Background: an optimization exercise with open tools, aiming at a short achievable clock period and few clock cycles. Do not read the settings as production practice. RTL that was checked went through simulation tests only; none was proved equivalent to the original. The RTL of runs 2 and 3 was laid out without a check of its function. Power is estimated from default activity; no workload was simulated.

==> flow/design.v (outline; a module is shown in full before it is edited, if it fits) <==
// module MulStage0: 686 lines
// module MulStage1: 255 lines
// module MipsCore: 476 lines
module MipsCore (
    input  logic        clk,
    input  logic        arstN,
    input  logic [31:0] instr,
    input  logic [31:0] dmemRData,
    output logic [31:0] pc,
    output logic [31:0] dmemAddr,
    output logic [31:0] dmemWData,
    output logic [3:0]  dmemByteEn,
    output logic        dmemWe,
    output logic        dmemRe
);
  // ...
==> flow/flow/run.sh <==
#!/bin/bash
# Standard synthesis, then the standard layout steps with a larger setup
# margin for ORFS's timing repair, so it optimises toward a ~6 ns period.
# The SDC (clock period, IO delays) is the standard flow's, unchanged.
set -uo pipefail
MARGIN=${MARGIN:-16}
bash standard.sh synth > synth.log 2>&1 || { tail -50 synth.log; exit 1; }
bash standard.sh finish SETUP_SLACK_MARGIN=$MARGIN > layout.log 2>&1 || { tail -50 layout.log; exit 1; }
==> flow/standard.sh <==
#!/bin/bash
# synth_recipe.tcl (not shown) runs the flow's synth.tcl, then flattens the netlist and writes it again
# the make line also repeats each setting of config.mk as NAME=value (left out here)
make -C /OpenROAD-flow-scripts/flow DESIGN_CONFIG=/design/flow/config.mk WORK_HOME=/design/flow/orfs CLKGATE_MAP_FILE= SYNTH_SCRIPT=/design/flow/synth_recipe.tcl "${@:-finish}"
==> flow/config.mk <==
export PLATFORM = sky130hd
export DESIGN_NAME = MipsCore
export DESIGN_NICKNAME = MipsCore
export VERILOG_FILES = /design/flow/design.v
export SDC_FILE = /design/flow/constraint.sdc
export NUM_CORES = 4
export LEC_CHECK = 0
export ABC_CLOCK_PERIOD_IN_PS = 5000
export CAP_MARGIN = 30
export CELL_PAD_IN_SITES_DETAIL_PLACEMENT = 1
export CELL_PAD_IN_SITES_GLOBAL_PLACEMENT = 2
export CORE_MARGIN = 2
export CORE_UTILIZATION = 55
export SETUP_SLACK_MARGIN = 5
export SLEW_MARGIN = 30
==> flow/constraint.sdc <==
create_clock -name core_clock -period 22.0 [get_ports {clk}]
set_input_delay 4.4000 -clock core_clock [delete_from_list [all_inputs] [get_ports {clk}]]
set_output_delay 4.4000 -clock core_clock [all_outputs]
set_load 0.01 [all_outputs]
==> flow_summary.toml, run 1 <==
[sta]
slew-limit-headroom = 0.105
hold_violations = 0
fin_crit_sh = 0.280

[pwr]
power_clock_uw = 5640
swShare = 0.366
p_int_uw = 11300
power.total_uw = 17900

[hold_path]
worstHoldStart = "pcE[10]"

[clock_network]
clockBufferDepth = 4
path_clk_slew_ps = 60
cts_buffers = 315
htree_levels = 5

[setup_path]
path_delay_family = "compound AO/OA/AOI/OAI gates"
crit_end = "wdataE[30]"
crit_buf_inv = 1
worstSetupPathType = "input port to flip-flop"
required_ps = 22870

[synthesis]
synthTopCellsByCount = "edfxtp_1, nor2_1, nand2_1"
synth-compound-area-share = 0.0756
ys_ff_latch = 2967

[drt]
ant_nets = 0
routed.top_layer = "met5"
wl_met1_um = 231000

[global_route]
grtUsageTotal = 0.471
grt_max_degree = 144

[status]
outcome = "finished clean"

[finish]
fin_nets = 12700
fin_util = 0.631
clkbuf_count = 419
area_growth_pct = 14.4
multi_input_area_mm2 = 0.0655
multi_input_gates = 7160

[run]
max-cap-violations = 0

[floorplan]
die_h_um = 530
Testbench counts, summed over its fixed seeds: cycles 185,432.
==> module MipsCore, before the edit <==
module MipsCore (
    input  logic        clk,
    input  logic        arstN,
    input  logic [31:0] instr,
    input  logic [31:0] dmemRData,
    output logic [31:0] pc,
    output logic [31:0] dmemAddr,
    output logic [31:0] dmemWData,
    output logic [3:0]  dmemByteEn,
    output logic        dmemWe,
    output logic        dmemRe
);
    localparam int NB  = 8;
    localparam int NBW = 3;
    localparam int MROWS = 6;
    localparam int HW  = 7;
    localparam int NR  = 8;
    localparam int NRW = 3;
    logic [31:0] pcF;
    logic        vD;
    logic [31:0] irD, pcD, pc4D;
    logic        ptD;            
    logic [31:0] pnD;            
    logic        hitD;
    logic [NBW-1:0] hitIdxD;
    logic        vE;
    logic [31:0] aE, bE;
    logic        fwdAE, fwdBE;
    logic        opAddE, opSubE, opAndE, opOrE, opXorE, opSltE, opSllE, opSrlE, opMulE;
    logic [4:0]  shE;
    logic        wrE;            
    logic [4:0]  dstE;
    logic        isCondE, isJrE, isJE;
    logic [2:0]  condE;          
    logic        ptE;
    logic [31:0] pnE, pc4E, btE, pcE;
    logic        hitE, isRetE;
    logic [NBW-1:0] hitIdxE;
    logic        reE, weE;
    logic [31:0] addrE, wdataE;
    logic [3:0]  beE;
    logic        ldE;
    logic [1:0]  lselE;
    logic [1:0]  lwidE;          
    logic        mphE;
    logic [MROWS*32-1:0] mrowsE;
    logic        wEnW;
    logic [4:0]  wDstW;
    logic [31:0] wValW;          
    logic [31:0] rf [32];
    logic [31:0] rfV;
    logic        btbV   [NB];
    logic [31:0] btbTag [NB];
    logic [31:0] btbTgt [NB];
    logic        btbP   [NB];    
    logic        btbRet [NB];    
    logic [HW-1:0] btbH [NB];    
    logic [NBW-1:0] rrPtr;
    logic [1:0]  pht [1<<HW];
    logic        rstQ;           
    logic [31:0] ras  [NR];
    logic        rasV [NR];
    logic [NRW-1:0] rasPtr;
    logic [NB-1:0]  hitVec;
    logic           hitF;
    logic [NBW-1:0] hitIdxF;
    logic [31:0]    tgtF;
    logic           pF, retF;
    logic [31:0]    pc4F, npF, rasTop;
    logic           ptF, rasTopV;
    always_comb begin
        hitIdxF = '0;
        tgtF    = '0;
        pF      = 1'b0;
        retF    = 1'b0;
        for (int i = 0; i < NB; i++) begin
            hitVec[i] = btbV[i] && (btbTag[i] == pcF);
            if (hitVec[i]) begin
                hitIdxF = hitIdxF | NBW'(i);
                tgtF    = tgtF | btbTgt[i];
                pF      = pF | btbP[i];
                retF    = retF | btbRet[i];
            end
        end
        hitF    = |hitVec;
        ptF     = hitF && pF;
        rasTop  = ras[rasPtr];
        rasTopV = rasV[rasPtr];
        pc4F    = pcF + 32'd4;
        if (!ptF)                  npF = pc4F;
        else if (retF && rasTopV)  npF = rasTop;
        else                       npF = tgtF;
    end
    assign pc = pcOut;
    logic [5:0]  op, fn;
    logic [4:0]  rs, rt, rd, sh;
    logic [15:0] imm;
    assign op  = irD[31:26];
    assign rs  = irD[25:21];
    assign rt  = irD[20:16];
    assign rd  = irD[15:11];
    assign sh  = irD[10:6];
    assign fn  = irD[5:0];
    assign imm = irD[15:0];
    logic isSp, isSll, isSrl, isJr, isAddu, isSubu, isAnd, isOr, isXor, isSlt, isMul;
    logic isBltz, isBgez, isJ, isJal, isBeq, isBne, isBlez, isBgtz;
    logic isAddi, isSlti, isOri, isXori, isLb, isLh, isLw, isSb, isSh, isSw;
    logic isLoad, isStore, isCond, isJump, isRAlu;
    logic wrD;
    logic [4:0] dstD;
    logic useRsE, useRtE;
    always_comb begin
        isSp   = (op == 6'h00);
        isSll  = isSp && (fn == 6'h00);
        isSrl  = isSp && (fn == 6'h02);
        isJr   = isSp && (fn == 6'h08);
        isAddu = isSp && (fn == 6'h21);
        isSubu = isSp && (fn == 6'h23);
        isAnd  = isSp && (fn == 6'h24);
        isOr   = isSp && (fn == 6'h25);
        isXor  = isSp && (fn == 6'h26);
        isSlt  = isSp && (fn == 6'h2A);
        isMul  = (op == 6'h1C) && (fn == 6'h02);
        isBltz = (op == 6'h01) && (rt == 5'd0);
        isBgez = (op == 6'h01) && (rt == 5'd1);
        isJ    = (op == 6'h02);
        isJal  = (op == 6'h03);
        isBeq  = (op == 6'h04);
        isBne  = (op == 6'h05);
        isBlez = (op == 6'h06);
        isBgtz = (op == 6'h07);
        isAddi = (op == 6'h08);
        isSlti = (op == 6'h0A);
        isOri  = (op == 6'h0D);
        isXori = (op == 6'h0E);
        isLb   = (op == 6'h20);
        isLh   = (op == 6'h21);
        isLw   = (op == 6'h23);
        isSb   = (op == 6'h28);
        isSh   = (op == 6'h29);
        isSw   = (op == 6'h2B);
        isLoad  = isLb || isLh || isLw;
        isStore = isSb || isSh || isSw;
        isCond  = isBltz || isBgez || isBeq || isBne || isBlez || isBgtz;
        isJump  = isJ || isJal;
        isRAlu  = isAddu || isSubu || isAnd || isOr || isXor || isSlt;
        if (isRAlu || isSll || isSrl || isMul) dstD = rd;
        else if (isJal)                         dstD = 5'd31;
        else                                    dstD = rt;
        wrD = (isRAlu || isSll || isSrl || isMul || isJal || isAddi || isSlti ||
               isOri || isXori || isLoad) && (dstD != 5'd0);
        useRsE = isRAlu || isMul || isJr || isCond || isAddi || isSlti || isOri || isXori;
        useRtE = isRAlu || isSll || isSrl || isMul || isBeq || isBne;
    end
    logic        lt;
    logic [31:0] A, B, valE;
    logic [31:0] rsD, rtD;
    always_comb begin
        rsD = rfV[rs] ? rf[rs] : 32'd0;
        rtD = rfV[rt] ? rf[rt] : 32'd0;
        if (wEnW && wDstW == rs) rsD = wValW;
        if (wEnW && wDstW == rt) rtD = wValW;
    end
    logic eWr;
    logic hazD;
    assign eWr  = vE && wrE;
    logic baseFwd;
    assign baseFwd = eWr && opAddE && (dstE == rs);
    assign hazD = vD && eWr && (isLoad || isStore) && (dstE == rs) && !opAddE;
    logic sdFwd;
    assign sdFwd = eWr && (dstE == rt);
    logic [31:0] immS, immZ, addrD;
    logic [3:0]  beD;
    logic [31:0] wdataD;
    assign immS  = {{16{imm[15]}}, imm};
    assign immZ  = {16'd0, imm};
    logic [31:0] csS, csC;
    assign csS   = A ^ B ^ immS;
    assign csC   = {(A[30:0] & B[30:0]) | (A[30:0] & immS[30:0]) | (B[30:0] & immS[30:0]), 1'b0};
    assign addrD = baseFwd ? (csS + csC) : (rsD + immS);
    always_comb begin
        if (isSb) begin
            beD    = 4'b1000 >> addrD[1:0];
            wdataD = {4{rtD[7:0]}};
        end else if (isSh) begin
            beD    = addrD[1] ? 4'b0011 : 4'b1100;
            wdataD = {2{rtD[15:0]}};
        end else begin
            beD    = 4'b1111;
            wdataD = rtD;
        end
    end
    logic [31:0] btD, jtD;
    assign btD = pc4D + {immS[29:0], 2'b00};
    assign jtD = {pc4D[31:28], irD[25:0], 2'b00};
    logic fuseD, fuseTk;
    assign fuseD  = (isBeq || isBne) && (rt == 5'd0) && (rs != 5'd0) &&
                    eWr && opSltE && (dstE == rs);
    assign fuseTk = isBne ? lt : !lt;
    logic redirD;
    logic [31:0] tgtD;
    assign redirD = vD && ((isJump && !ptD) || (!isJump && !isCond && !isJr && ptD) ||
                           (fuseD && (fuseTk != ptD)));
    always_comb begin
        if (isJump)      tgtD = jtD;
        else if (isCond) tgtD = fuseTk ? btD : pc4D;
        else             tgtD = pc4D;
    end
    assign A = fwdAE ? wValW : aE;
    assign B = fwdBE ? wValW : bE;
    logic [31:0] sum, diff, resE, shl, shr;
    logic [31:0] prodE;
    logic [MROWS*32-1:0] mrowsD;
    MulStage0 uMul0 (.a(A), .b(B), .rows(mrowsD));
    MulStage1 uMul1 (.rows(mrowsE), .p(prodE));
    assign sum  = A + B;
    assign diff = A - B;
    assign lt   = (A[31] != B[31]) ? A[31] : diff[31];
    assign shl  = B << shE;
    assign shr  = B >> shE;
    always_comb begin
        resE = '0;
        if (opAddE) resE = resE | sum;
        if (opSubE) resE = resE | diff;
        if (opAndE) resE = resE | (A & B);
        if (opOrE)  resE = resE | (A | B);
        if (opXorE) resE = resE | (A ^ B);
        if (opSltE) resE = resE | {31'd0, lt};
        if (opSllE) resE = resE | shl;
        if (opSrlE) resE = resE | shr;
        if (opMulE) resE = resE | prodE;
    end
    logic eq, zero, takenE, mispE;
    logic [31:0] redirE;
    always_comb begin
        eq   = (A == B);
        zero = (A == 32'd0);
        case (condE)
            3'd0:    takenE = eq;
            3'd1:    takenE = !eq;
            3'd2:    takenE = A[31] || zero;
            3'd3:    takenE = !A[31] && !zero;
            3'd4:    takenE = A[31];
            default: takenE = !A[31];
        endcase
        mispE  = vE && ((isCondE && (takenE != ptE)) || (isJrE && (A != pnE)));
        redirE = isCondE ? (takenE ? btE : pc4E) : A;
    end
    logic mulHold;
    assign mulHold = vE && opMulE && !mphE;
    logic [31:0] ldValE;
    assign valE = ldE ? ldValE : resE;
    always_comb begin
        logic [7:0]  lb;
        logic [15:0] lh;
        case (lselE)
            2'd0:    lb = dmemRData[31:24];
            2'd1:    lb = dmemRData[23:16];
            2'd2:    lb = dmemRData[15:8];
            default: lb = dmemRData[7:0];
        endcase
        lh = lselE[1] ? dmemRData[15:0] : dmemRData[31:16];
        if (lwidE == 2'd0)      ldValE = dmemRData;
        else if (lwidE == 2'd1) ldValE = {{16{lh[15]}}, lh};
        else                    ldValE = {{24{lb[7]}}, lb};
    end
    logic advD;      
    assign advD = !mispE && !mulHold && !hazD;
    logic [31:0] pcNext;
    always_comb begin
        if (mispE)                 pcNext = redirE;
        else if (mulHold || hazD)  pcNext = pcF;
        else if (redirD)           pcNext = tgtD;
        else                       pcNext = npF;
    end
    always_ff @(posedge clk or negedge arstN) begin
        if (!arstN) begin
            pcF <= 32'd0;
            vD  <= 1'b0;
        end else begin
            pcF <= pcNext;
            if (mispE)                     vD <= 1'b0;
            else if (mulHold || hazD)      vD <= vD;
            else                           vD <= !redirD;
        end
    end
    logic [31:0] pcOut;
    always_ff @(posedge clk) begin
        pcOut <= arstN ? pcNext : 32'd0;
    end
    always_ff @(posedge clk) begin
        if (!mulHold && !hazD) begin
            irD     <= instr;
            pcD     <= pcF;
            pc4D    <= pc4F;
            ptD     <= ptF;
            pnD     <= npF;
            hitD    <= hitF;
            hitIdxD <= hitIdxF;
        end
    end
    always_ff @(posedge clk or negedge arstN) begin
        if (!arstN) begin
            vE   <= 1'b0;
            weE  <= 1'b0;
            mphE <= 1'b0;
        end else begin
            weE  <= vD && advD && isStore;
            if (mulHold) begin
                mphE <= 1'b1;
            end else begin
                mphE <= 1'b0;
                vE   <= vD && advD;
            end
        end
    end
    always_ff @(posedge clk) begin
        reE <= vD && advD && isLoad;
    end
    always_ff @(posedge clk) begin
        mrowsE  <= mrowsD;
        aE      <= isJal ? pc4D : rsD;
        if (isAddi || isSlti)     bE <= immS;
        else if (isOri || isXori) bE <= immZ;
        else if (isJal)           bE <= 32'd0;
        else                      bE <= rtD;
        fwdAE   <= useRsE && eWr && (dstE == rs);
        fwdBE   <= useRtE && eWr && (dstE == rt);
        shE     <= sh;
        if (isBeq)       condE <= 3'd0;
        else if (isBne)  condE <= 3'd1;
        else if (isBlez) condE <= 3'd2;
        else if (isBgtz) condE <= 3'd3;
        else if (isBltz) condE <= 3'd4;
        else             condE <= 3'd5;
        ptE     <= fuseD ? fuseTk : ptD;
        pnE     <= redirD ? tgtD : pnD;
        pc4E    <= pc4D;
        btE     <= isJump ? jtD : btD;
        pcE     <= pcD;
        hitE    <= hitD;
        hitIdxE <= hitIdxD;
        addrE   <= {addrD[31:2], 2'b00};
        if (!sdFwd)     wdataE <= wdataD;
        else if (isSb)  wdataE <= {4{valE[7:0]}};
        else if (isSh)  wdataE <= {2{valE[15:0]}};
        else            wdataE <= valE;
        beE     <= beD;
        lselE   <= addrD[1:0];
        lwidE   <= isLw ? 2'd0 : (isLh ? 2'd1 : 2'd2);
    end
    always_ff @(posedge clk) begin
        if (!mulHold) begin
            opAddE  <= isAddu || isAddi || isJal;
            opSubE  <= isSubu;
            opAndE  <= isAnd;
            opOrE   <= isOr || isOri;
            opXorE  <= isXor || isXori;
            opSltE  <= isSlt || isSlti;
            opSllE  <= isSll;
            opSrlE  <= isSrl;
            opMulE  <= isMul;
            wrE     <= wrD;
            dstE    <= dstD;
            isCondE <= isCond;
            isJrE   <= isJr;
            isRetE  <= isJr && (rs == 5'd31);
            isJE    <= isJump;
            ldE     <= isLoad;
        end
    end
    assign dmemAddr   = addrE;
    assign dmemWData  = wdataE;
    assign dmemByteEn = beE;
    assign dmemWe     = weE;
    assign dmemRe     = reE;
    always_ff @(posedge clk or negedge arstN) begin
        if (!arstN) begin
            wEnW <= 1'b0;
        end else begin
            wEnW <= vE && wrE && !mulHold;
        end
    end
    always_ff @(posedge clk) begin
        wDstW <= dstE;
        wValW <= valE;
    end
    always_ff @(posedge clk) begin
        if (wEnW) rf[wDstW] <= wValW;
    end
    always_ff @(posedge clk or negedge arstN) begin
        if (!arstN) begin
            rfV <= '0;
        end else if (wEnW) begin
            rfV[wDstW] <= 1'b1;
        end
    end
    logic           uV, uHit, uTk, uCond, uRet;
    logic [NBW-1:0] uIdx;
    logic [31:0]    uPc, uTgt;
    always_ff @(posedge clk or negedge arstN) begin
        if (!arstN) uV <= 1'b0;
        else        uV <= vE && (isCondE || isJrE || isJE) && (hitE || isJE || isJrE || takenE);
    end
    always_ff @(posedge clk) begin
        uHit  <= hitE;
        uIdx  <= hitIdxE;
        uTk   <= isJE || isJrE || (isCondE && takenE);
        uCond <= isCondE;
        uRet  <= isRetE;
        uPc   <= pcE;
        uTgt  <= isJrE ? A : btE;
    end
    logic [NBW-1:0] wIdx;
    logic [HW-1:0]  hOld, hNew, pIdx, pIdx2;
    logic [1:0]     cOld, cNew;
    logic           pNew;
    always_comb begin
        wIdx  = uHit ? uIdx : rrPtr;
        hOld  = uHit ? btbH[uIdx] : '0;
        hNew  = {hOld[HW-2:0], uTk};
        pIdx  = hOld ^ uPc[HW+1:2];
        pIdx2 = hNew ^ uPc[HW+1:2];
        cOld  = pht[pIdx];
        if (uTk) cNew = (cOld == 2'd3) ? 2'd3 : cOld + 2'd1;
        else     cNew = (cOld == 2'd0) ? 2'd0 : cOld - 2'd1;
        if (!uCond)              pNew = 1'b1;
        else if (pIdx2 == pIdx)  pNew = cNew[1];
        else                     pNew = pht[pIdx2][1];
    end
    always_ff @(posedge clk or negedge arstN) begin
        if (!arstN) begin
            for (int i = 0; i < NB; i++) btbV[i] <= 1'b0;
            rrPtr <= '0;
        end else if (uV) begin
            btbV[wIdx] <= 1'b1;
            if (!uHit) rrPtr <= rrPtr + 1'b1;
        end
    end
    always_ff @(posedge clk) begin
        if (uV) begin
            btbTag[wIdx] <= uPc;
            if (uTk) btbTgt[wIdx] <= uTgt;
            btbP[wIdx]   <= pNew;
            btbRet[wIdx] <= uRet;
            btbH[wIdx]   <= hNew;
        end
    end
    always_ff @(posedge clk or negedge arstN) begin
        if (!arstN) rstQ <= 1'b0;
        else        rstQ <= 1'b1;
    end
    always_ff @(posedge clk) begin
        if (!rstQ) begin
            for (int i = 0; i < (1 << HW); i++) pht[i] <= 2'd2;
        end else if (uV && uCond) begin
            pht[pIdx] <= cNew;
        end
    end
    always_ff @(posedge clk or negedge arstN) begin
        if (!arstN) begin
            rasPtr <= '0;
            for (int i = 0; i < NR; i++) rasV[i] <= 1'b0;
        end else if (vD && advD) begin
            if (isJal) begin
                rasPtr <= rasPtr + 1'b1;
                rasV[rasPtr + 1'b1] <= 1'b1;
            end else if (isJr && rs == 5'd31) begin
                rasPtr <= rasPtr - 1'b1;
            end
        end
    end
    always_ff @(posedge clk) begin
        if (isJal) ras[rasPtr + 1'b1] <= pc4D;
    end
endmodule
==> inputs of run 2 (changes only) <==
--- a/flow/design.v
+++ b/flow/design.v
@@ -1215,10 +1215,20 @@
     logic [31:0] wdataD;
     assign immS  = {{16{imm[15]}}, imm};
     assign immZ  = {16'd0, imm};
-    logic [31:0] csS, csC;
-    assign csS   = A ^ B ^ immS;
-    assign csC   = {(A[30:0] & B[30:0]) | (A[30:0] & immS[30:0]) | (B[30:0] & immS[30:0]), 1'b0};
-    assign addrD = baseFwd ? (csS + csC) : (rsD + immS);
+    logic [31:0] agu00, agu10, agu01, agu11, aguFwd;
+    Add3 uAgu00 (.x(aE),    .y(bE),    .z(immS), .s(agu00));
+    Add3 uAgu10 (.x(wValW), .y(bE),    .z(immS), .s(agu10));
+    Add3 uAgu01 (.x(aE),    .y(wValW), .z(immS), .s(agu01));
+    Add3 uAgu11 (.x(wValW), .y(wValW), .z(immS), .s(agu11));
+    always_comb begin
+        case ({fwdAE, fwdBE})
+            2'b00:   aguFwd = agu00;
+            2'b10:   aguFwd = agu10;
+            2'b01:   aguFwd = agu01;
+            default: aguFwd = agu11;
+        endcase
+    end
+    assign addrD = baseFwd ? aguFwd : (rsD + immS);
     always_comb begin
         if (isSb) begin
             beD    = 4'b1000 >> addrD[1:0];
@@ -1256,7 +1266,25 @@
     MulStage1 uMul1 (.rows(mrowsE), .p(prodE));
     assign sum  = A + B;
     assign diff = A - B;
-    assign lt   = (A[31] != B[31]) ? A[31] : diff[31];
+    logic eq00, eq10, eq01, lt00, lt10, lt01, zA, zW, neA, neW;
+    assign eq00 = (aE == bE);
+    assign eq10 = (wValW == bE);
+    assign eq01 = (aE == wValW);
+    assign lt00 = ($signed(aE) < $signed(bE));
+    assign lt10 = ($signed(wValW) < $signed(bE));
+    assign lt01 = ($signed(aE) < $signed(wValW));
+    assign zA   = (aE == 32'd0);
+    assign zW   = (wValW == 32'd0);
+    assign neA  = (aE != pnE);
+    assign neW  = (wValW != pnE);
+    always_comb begin
+        case ({fwdAE, fwdBE})
+            2'b00:   lt = lt00;
+            2'b10:   lt = lt10;
+            2'b01:   lt = lt01;
+            default: lt = 1'b0;
+        endcase
+    end
     assign shl  = B << shE;
     assign shr  = B >> shE;
     always_comb begin
@@ -1274,8 +1302,13 @@
     logic eq, zero, takenE, mispE;
     logic [31:0] redirE;
     always_comb begin
-        eq   = (A == B);
-        zero = (A == 32'd0);
+        case ({fwdAE, fwdBE})
+            2'b00:   eq = eq00;
+            2'b10:   eq = eq10;
+            2'b01:   eq = eq01;
+            default: eq = 1'b1;
+        endcase
+        zero = fwdAE ? zW : zA;
         case (condE)
             3'd0:    takenE = eq;
             3'd1:    takenE = !eq;
@@ -1284,7 +1317,7 @@
             3'd4:    takenE = A[31];
             default: takenE = !A[31];
         endcase
-        mispE  = vE && ((isCondE && (takenE != ptE)) || (isJrE && (A != pnE)));
+        mispE  = vE && ((isCondE && (takenE != ptE)) || (isJrE && (fwdAE ? neW : neA)));
         redirE = isCondE ? (takenE ? btE : pc4E) : A;
     end
     logic mulHold;
@@ -1515,4 +1548,15 @@
         if (isJal) ras[rasPtr + 1'b1] <= pc4D;
     end
 endmodule
+module Add3 (
+    input  logic [31:0] x,
+    input  logic [31:0] y,
+    input  logic [31:0] z,
+    output logic [31:0] s
+);
+    logic [31:0] cs, cc;
+    assign cs = x ^ y ^ z;
+    assign cc = {(x[30:0] & y[30:0]) | (x[30:0] & z[30:0]) | (y[30:0] & z[30:0]), 1'b0};
+    assign s  = cs + cc;
+endmodule
 `default_nettype wire
==> flow/flow/run.sh (replaced) <==
#!/bin/bash
# Standard synthesis, then the standard layout steps with:
#  - a larger setup margin for ORFS's timing repair, so it optimises toward
#    a ~6 ns period (the SDC - clock period, IO delays - is the standard flow's, unchanged);
#  - the IO port buffers made as buf_4 cells instead of the delay cell
#    buffer_ports picks by default (every port still gets its buffer).
set -uo pipefail
MARGIN=${MARGIN:-16}
bash standard.sh synth > synth.log 2>&1 || { tail -50 synth.log; exit 1; }
bash standard.sh finish SETUP_SLACK_MARGIN=$MARGIN \
  "BUFFER_PORTS_ARGS=-buffer_cell sky130_fd_sc_hd__buf_4" > layout.log 2>&1 || { tail -50 layout.log; exit 1; }
==> run 2 against run 1 <==
- still clean
- via count rose by 5.6%
- critical path depth rose by 11
- die area rose by 4.9%
- flip-flop and latch count did not move
- clock skew rose by 76 ps
- non-clock buffer count fell by 124
- first-iteration DRC count rose by 2.0%
- final cell count rose by 4.3%
- worst hold slack got worse by 3.7 ps
- sequential power rose by 2%
- clock power rose by 2%
- highest routed layer unchanged
==> flow_summary.toml, run 2 <==
[status]
outcome = "finished clean"

[run]
max-cap-violations = 0

[global_route]
grt_pass1_wl_um = 987000
antenna_found_initial = 59
grt_pass1_vias = 125000
grt_max_degree = 105
grtUsageTotal = 0.482
overflow = 0

[drt]
drc_errors = 0
wire_per_inst_um = 43.0
wirelength_um = 716000
routed_via_density = 7.33
ant_nets = 0
dr.pass1.iters = 6
vias = 122000
drt-initial-drc-count = 18900

[synthesis]
ys_seq_area_frac = 0.518
synthTopCellsByArea = "edfxtp_1, mux4_2, dfxtp_1"
synthArstFlopShare = 0.0313
yosys.area.top_type = "edfxtp_1"
synth.most_common_cell = "edfxtp_1"
ys_warn_count = 5
syn_area_mm2 = 0.160
synth_edf_count = 2271
synthFlopType = "edfxtp_1"
netlist.area_leader.share = 0.427
ys_ff_latch = 2967
synth_cell_types = 101
syn_avg_cell_area_um2 = 12.9
synthTopCellsByCount = "edfxtp_1, nor2_1, nand2_1"
syn_inst = 12300

[sta]
setup-violations-final = 0
min_period_ps = 6170
rsz0062_at_grt = "true"
tns_ps = 0
fin_crit_sh = 0.280
fmax_ghz = 0.162
skew_ps = 129
max_slew.worst_pin.slew_ps = 1170
slew-limit-headroom = 0.222
hold_violations = 0
final_max_slew_viol_count = 0

[place]
dp_cells = 16000
post_dp_cell_area_mm2 = 0.167
hpwl_um = 462000
numPortBuffers = 165
place.gp.congestion = 1.01

[setup_path]
required_ps = 22810
path_delay_family = "compound AO/OA/AOI/OAI gates"
cp_cell_sequence = "buf_12 > buf_16 > mux4_2 > mux4_2 > mux2i_2 > o21ai_1 > ha_1 > a21oi_2 > o2111a_1 > o31a_1 > a31oi_2 > a41o_1 > o31ai_1 > a21oi_1 > nor2_1 > o21ai_0 > o31ai_1 > xnor2_1 > a22oi_1"
cp-start-kind = "flip-flop"
worstPathMaxFanout = 21
crit_buf_inv = 2
critPathMaxStageDelay_ps = 560
arrival_ps = 6980
slowest_stage = "mux4_2"
worstSetupPathType = "flip-flop to flip-flop"
endpoint_kind = "flip-flop"

[clock_network]
cts.sinks = 2967
htree_levels = 5
cts_tree = "yes"
path_clk_slew_ps = 80
clockBufferDepth = 4
cts_buffers = 320
clock-root-buffer = "clkbuf_16"
holdBufCountCts = 0
insertion_delay_ps = 1030

[floorplan]
ioPinCount = 168
die_area_mm2 = 0.295
num_rows = 197
die_h_um = 543
die_w_um = 543
fp.coreArea_mm2 = 0.288
start_util = 0.553

[hold_path]
hold_class = "flip-flop to flip-flop"
worstHoldStart = "pcE[29]"

[finish]
drive_gt1_frac = 0.194
final_common_cell = "edfxtp_1"
final_cell_mix = "edfxtp_1, nor2_1, nand2_1"
regArea_mm2 = 0.0828
fin_nets = 13600
instances_no_fill = 16600
top_register = "rf"
area_growth_pct = 12.3
design_area_mm2 = 0.179
n_fill_cell = 27300
largest_reg_flops = 1024
multi_input_area_mm2 = 0.0723

[pwr]
ir_drop_uv = 137
power_density_mw_per_mm2 = 100
leakagePower_uw = 0.0665
run 2: changes by cell type after synthesis, moves of 62 or more:
cell and change:
inv_1 +96, fa_1 +62, xnor2_1 +127, a21oi_1 +79
nand2_1 -108, ha_1 +188
run 2: path summary, 6_finish.rpt:
kind                            slack (ps)   endpoint  cells after the start
max in group asynchronous            16820    pcF[12]                      3
worst min-delay path                   330    uPc[29]                      0
min in group asynchronous             3360     pcF[4]                      1
worst min register to register         330    uPc[29]                      0
worst max register to register       15830  addrE[31]                     19
worst max-delay path                 15830  addrE[31]                     19
run 2: per-stage QoR:
step | power (µW) | util | hold WS, ps | setup slack [ps]
6_report | 18000 | 0.622 | 329 | 15830
5_1_grt | 18300 | 0.622 | 330 | 15710
4_1_cts | 17600 | 0.619 | 329 | 15790
3_5_place_dp | 11800 | 0.579 | 313 | 14540
3_3_place_gp | 11700 | 0.579 | 310 | 14610
2_1_floorplan | 9760 | - | 310 | 16000
run 2: cell families after synthesis:
group                      count (synthesis)  synth area share
and+or+nand+nor                         2953            0.0850
AOI/OAI and AO/OA                       2038            0.0835
xor gates and xnor gates                 652            0.0360
muxes                                   1182             0.140
DFF                                     2967             0.518
other                                      2         0.0000471
adders and majority gates                960            0.0991
buffers and inverters                   1576            0.0389
run 2: metal layers:
layer | global-route usage | wire (µm)
met4 | 0.356 | 63800
met3 | 0.142 | 94700
met2 | 0.721 | 316000
met1 | 0.596 | 240000
met5 | 0 | 249
run 2: repair_timing:
action                     CTS  global route
gates resized for setup    131            77
setup endpoints to repair  347           277
setup buffers               15            31
gates cloned                 5             2
pin swaps                    4             9
run 2: worst reg2reg max path, delay by kind of cell (launching register included):
| kind | cells | cell delay [ps] |
|---|---|---|
| AO/OA/AOI/OAI | 11 | 2630 |
| multiplexers | 3 | 1540 |
| buffers and inverters | 2 | 610 |
| flip-flops | 1 | 420 |
| adder cells (fa/ha/maj) | 1 | 410 |
| AND/OR/NAND/NOR | 1 | 190 |
| XOR/XNOR | 1 | 170 |
run 2: layout make-up:
cell class,instances,share of cell area
antenna,22,0.000307
clock buffer,433,0.0491
clock inverter,162,0.0118
inverter,845,0.0178
multi-input combinational,7790,0.403
sequential,2967,0.462
tap,3781,0.0264
timing repair buffer,622,0.0292
run 2: report_power, final:
group | total (µW) | internal [µW] | switching [µW]
Combinational | 5020 | 1600 | 3420
Sequential | 7210 | 6560 | 650
Clock | 5770 | 3230 | 2540
==> inputs of run 3 (changes only) <==
--- a/flow/design.v
+++ b/flow/design.v
@@ -1060,6 +1060,7 @@
     logic [31:0] pcF;
     logic        vD;
     logic [31:0] irD, pcD, pc4D;
+    logic [31:0] rsOHD, rtOHD;    
     logic        ptD;            
     logic [31:0] pnD;            
     logic        hitD;
@@ -1197,8 +1198,12 @@
     logic [31:0] A, B, valE;
     logic [31:0] rsD, rtD;
     always_comb begin
-        rsD = rfV[rs] ? rf[rs] : 32'd0;
-        rtD = rfV[rt] ? rf[rt] : 32'd0;
+        rsD = '0;
+        rtD = '0;
+        for (int i = 1; i < 32; i++) begin
+            if (rsOHD[i] && rfV[i]) rsD = rsD | rf[i];
+            if (rtOHD[i] && rfV[i]) rtD = rtD | rf[i];
+        end
         if (wEnW && wDstW == rs) rsD = wValW;
         if (wEnW && wDstW == rt) rtD = wValW;
     end
@@ -1207,9 +1212,10 @@
     assign eWr  = vE && wrE;
     logic baseFwd;
     assign baseFwd = eWr && opAddE && (dstE == rs);
-    assign hazD = vD && eWr && (isLoad || isStore) && (dstE == rs) && !opAddE;
+    assign hazD = vD && eWr && (((isLoad || isStore) && (dstE == rs) && !opAddE) ||
+                                (isStore && ldE && (dstE == rt)));
     logic sdFwd;
-    assign sdFwd = eWr && (dstE == rt);
+    assign sdFwd = eWr && !ldE && (dstE == rt);
     logic [31:0] immS, immZ, addrD;
     logic [3:0]  beD;
     logic [31:0] wdataD;
@@ -1365,6 +1371,8 @@
     always_ff @(posedge clk) begin
         if (!mulHold && !hazD) begin
             irD     <= instr;
+            rsOHD   <= 32'd1 << instr[25:21];
+            rtOHD   <= 32'd1 << instr[20:16];
             pcD     <= pcF;
             pc4D    <= pc4F;
             ptD     <= ptF;
@@ -1416,9 +1424,9 @@
         hitIdxE <= hitIdxD;
         addrE   <= {addrD[31:2], 2'b00};
         if (!sdFwd)     wdataE <= wdataD;
-        else if (isSb)  wdataE <= {4{valE[7:0]}};
-        else if (isSh)  wdataE <= {2{valE[15:0]}};
-        else            wdataE <= valE;
+        else if (isSb)  wdataE <= {4{resE[7:0]}};
+        else if (isSh)  wdataE <= {2{resE[15:0]}};
+        else            wdataE <= resE;
         beE     <= beD;
         lselE   <= addrD[1:0];
         lwidE   <= isLw ? 2'd0 : (isLh ? 2'd1 : 2'd2);
==> run 3 against run 2 <==
- register-to-register slack worse by 110 ps
- count of clock-buffer cells in the layout is 17 lower
- die area is 2.6% lower
- final cell count is 4.4% higher
- critical endpoint is now pcOut[7]
==> flow_summary.toml, run 3 <==
[hold_path]
hold_end = "uPc[27]"
worstHoldStart = "pcE[27]"
holdPathStages = 0
hold_class = "flip-flop to flip-flop"

[finish]
drive_gt1_frac = 0.135
area_growth_pct = 12.4
top_register = "rf"
fin_nets = 14300
final_common_cell = "edfxtp_1"
fin_util = 0.620
largest_reg_flops = 992
final_cell_mix = "edfxtp_1, nor2_1, inv_1"
instances_no_fill = 17400
design_area_mm2 = 0.175

[setup_path]
r2r-end = "pcOut[7]"
worstSetupPathType = "flip-flop to flip-flop"
arrival_ps = 7220
cp-start-kind = "flip-flop"
cp_cell_sequence = "xor2_1 > nor4_2 > nand4_1 > nor4_4 > buf_4 > a22oi_1 > a31oi_4 > buf_6 > nor2_1 > o31ai_2 > o21ai_0 > o21ai_1 > and2_1"
endpoint_kind = "flip-flop"
reg2reg_from = "pcF[28]"
critPathMaxStageDelay_ps = 870
slowest_stage = "dfrtp_1"
worstPathMaxFanout = 43
required_ps = 22940
r2r_slack_ps = 15720
reg2regPathDepth = 13

[synthesis]
ys_seq_area_frac = 0.536
syn_area_mm2 = 0.155
ys_ff_latch = 2986
synthTopCellsByCount = "edfxtp_1, nor2_1, inv_1"
syn_inst = 13200
ys_warn_count = 5
yosys.area.top_type = "edfxtp_1"
synth_cell_types = 106
synthFlopType = "edfxtp_1"
synth.most_common_cell = "edfxtp_1"
synthTopCellsByArea = "edfxtp_1, dfxtp_1, fa_1"
syn_avg_cell_area_um2 = 11.8
synthArstFlopShare = 0.0308
netlist.area_leader.share = 0.444
synth_edf_count = 2301

[global_route]
grt_pass1_wl_um = 1080000
antenna_found_initial = 78
overflow = 0
grtUsageTotal = 0.541
grt_pass1_vias = 134000
grt_max_degree = 92

[sta]
max_slew.worst_pin.slew_ps = 1250
fmax_ghz = 0.159
final_max_slew_viol_count = 0
min_period_ps = 6280
tns_ps = 0
hold_violations = 0
slew-limit-headroom = 0.169
setup-violations-final = 0
setup_slack_ps = 15720
skew_ps = 124
rsz0062_at_grt = "true"
fin_crit_sh = 0.285

[drt]
wirelength_um = 792000
ant_nets = 0
wire_per_inst_um = 45.6
drt-initial-drc-count = 25000
wl_met1_um = 247000
routed_via_density = 7.72
drc_errors = 0
met2_length_um = 330000
vias = 134000
wl_met3_um = 115000
dr.pass1.iters = 11
routed.top_layer = "met5"

[clock_network]
insertion_delay_ps = 1080
htree_levels = 5
cts_buffers = 318
holdBufCountCts = 0
clock-root-buffer = "clkbuf_16"
path_clk_slew_ps = 80
cts_tree = "yes"
cts.sinks = 2986
clockBufferDepth = 4

[floorplan]
die_w_um = 536
ioPinCount = 168
fp.coreArea_mm2 = 0.282
start_util = 0.552
num_rows = 195
die_h_um = 536
die_area_mm2 = 0.287

[pwr]
ir_drop_uv = 203
power_density_mw_per_mm2 = 104
leakagePower_uw = 0.0658

[status]
outcome = "finished clean"

[run]
max-cap-violations = 0

[place]
numPortBuffers = 165
dp_cells = 16700
pre_cts_ws_ps = 15060
hpwl_um = 506000
post_dp_cell_area_mm2 = 0.163
place.gp.congestion = 1.05
run 3: cell count changes after synthesis, sizes merged, moves of 90 or more:
cell	delta
xnor2	-128
nor3	+124
a221oi	+247
clkbuf	+90
a22o	+254
mux4	-685
a22oi	+395
nand3	+161
xor2	+99
run 3: how the worst max path moves through the flow:
stage,endpoint,start,depth (start not counted)
after floorplan,addrE[24],irD[15],13
after global placement,wdataE[30],fwdAE,18
after detailed placement,wValW[31],fwdAE,18
after CTS,btbP[0],uIdx[0],16
after global routing,pcOut[21],bE[28],17
final,pcOut[7],pcF[28],13
run 3: kinds of logic (layout without fill, tap and decap cells):
family                     after synthesis  after routing  share of synthesized area
and+or+nand+nor                       3370           3370                      0.100
adders and majority gates              956            959                      0.102
DFF                                   2986           2986                      0.536
buffers and inverters                 1660           2063                     0.0413
xor gates and xnor gates               622            622                     0.0351
other                                    2             52                  0.0000483
muxes                                  504            504                     0.0449
AOI/OAI and AO/OA                     3061           3061                      0.141
run 3: metrics by stage:
stage / hold WS [ps] / total power [µW]
after CTS: 319 / 17700
after global placement: 310 / 11800
final: 317 / 18200
after global routing: 327 / 18400
after detailed placement: 313 / 12000
after floorplan: 310 / 9860
run 3: critical path, delay by kind of cell (launching register included):
kind	cells	cell delay [ps]
AOI/OAI and AO/OA	5	2020
xor gates and xnor gates	1	190
buffers and inverters	2	970
DFF	1	870
and+or+nand+nor	5	2010
run 3: repair_timing:
| item | CTS | global route |
|---|---|---|
| gates resized for setup | 86 | 99 |
| endpoints found under the setup margin | 269 | 232 |
| cloned | 1 | 2 |
| pin swaps | 5 | 2 |
| setup buffers | 6 | 5 |
run 3: per-layer routing:
layer | up-vias | GRT usage
met5 | - | 0.00616
met4 | 63 | 0.521
met3 | 4995 | 0.214
met2 | 13700 | 0.778
met1 | 65800 | 0.610
li1 | 49400 | -
run 3: layout make-up:
cell class / count / area, µm²
clock buffers: 416 / 8730
diodes: 49 / 123
inverters: 838 / 3160
clock inverters: 164 / 1880
multi-input cells: 8519 / 67700
fillers: 27600 / 107000
flip-flops and latches: 2986 / 83400
well taps: 3743 / 4680
repair buffers: 645 / 5080
run 3: report_power, final:
part	switching [µW]	internal (µW)
Combinational	3570	1520
Clock	2570	3120
Sequential	743	6680
Total	6890	11300

-- static timing again, ports no longer ideal --
The results above use ideal ports. As a check the final layouts listed here were re-extracted and re-timed, cells and wires unchanged.
Step 1 assumes that a clkbuf_16 drives the clock port and a buf_2 every other input.
Step 2, shift: input delay + t, output delay - t, t = (earliest + latest rising clock arrival at the registers) / 2. This alone moves slack from input paths to output paths.
a / b / c = no drivers / after step 1 / after step 2; a / b = the first two.
| run | shift t [ns] | setup WS [ns] | clock arrival spread, ns | worst register clock-pin slew, ns | worst data-port slew with drivers (ns) |
|---|---|---|---|---|---|
| run 1 | 1.038 | 15.837 / 15.830 / 14.869 | 0.061 / 0.061 | 0.08 / 0.08 | 0.08 |
| run 2 | 1.071 | 15.830 / 15.830 / 14.896 | 0.139 / 0.139 | 0.08 / 0.08 | 0.22 |
| run 3 | 1.147 | 15.723 / 15.723 / 15.241 | 0.129 / 0.128 | 0.08 / 0.08 | 0.15 |
After both steps setup and hold are still met in every run listed. For run 1, which loses most, drivers alone change the setup slack by -0.007 ns; drivers and shift together by -0.968 ns.
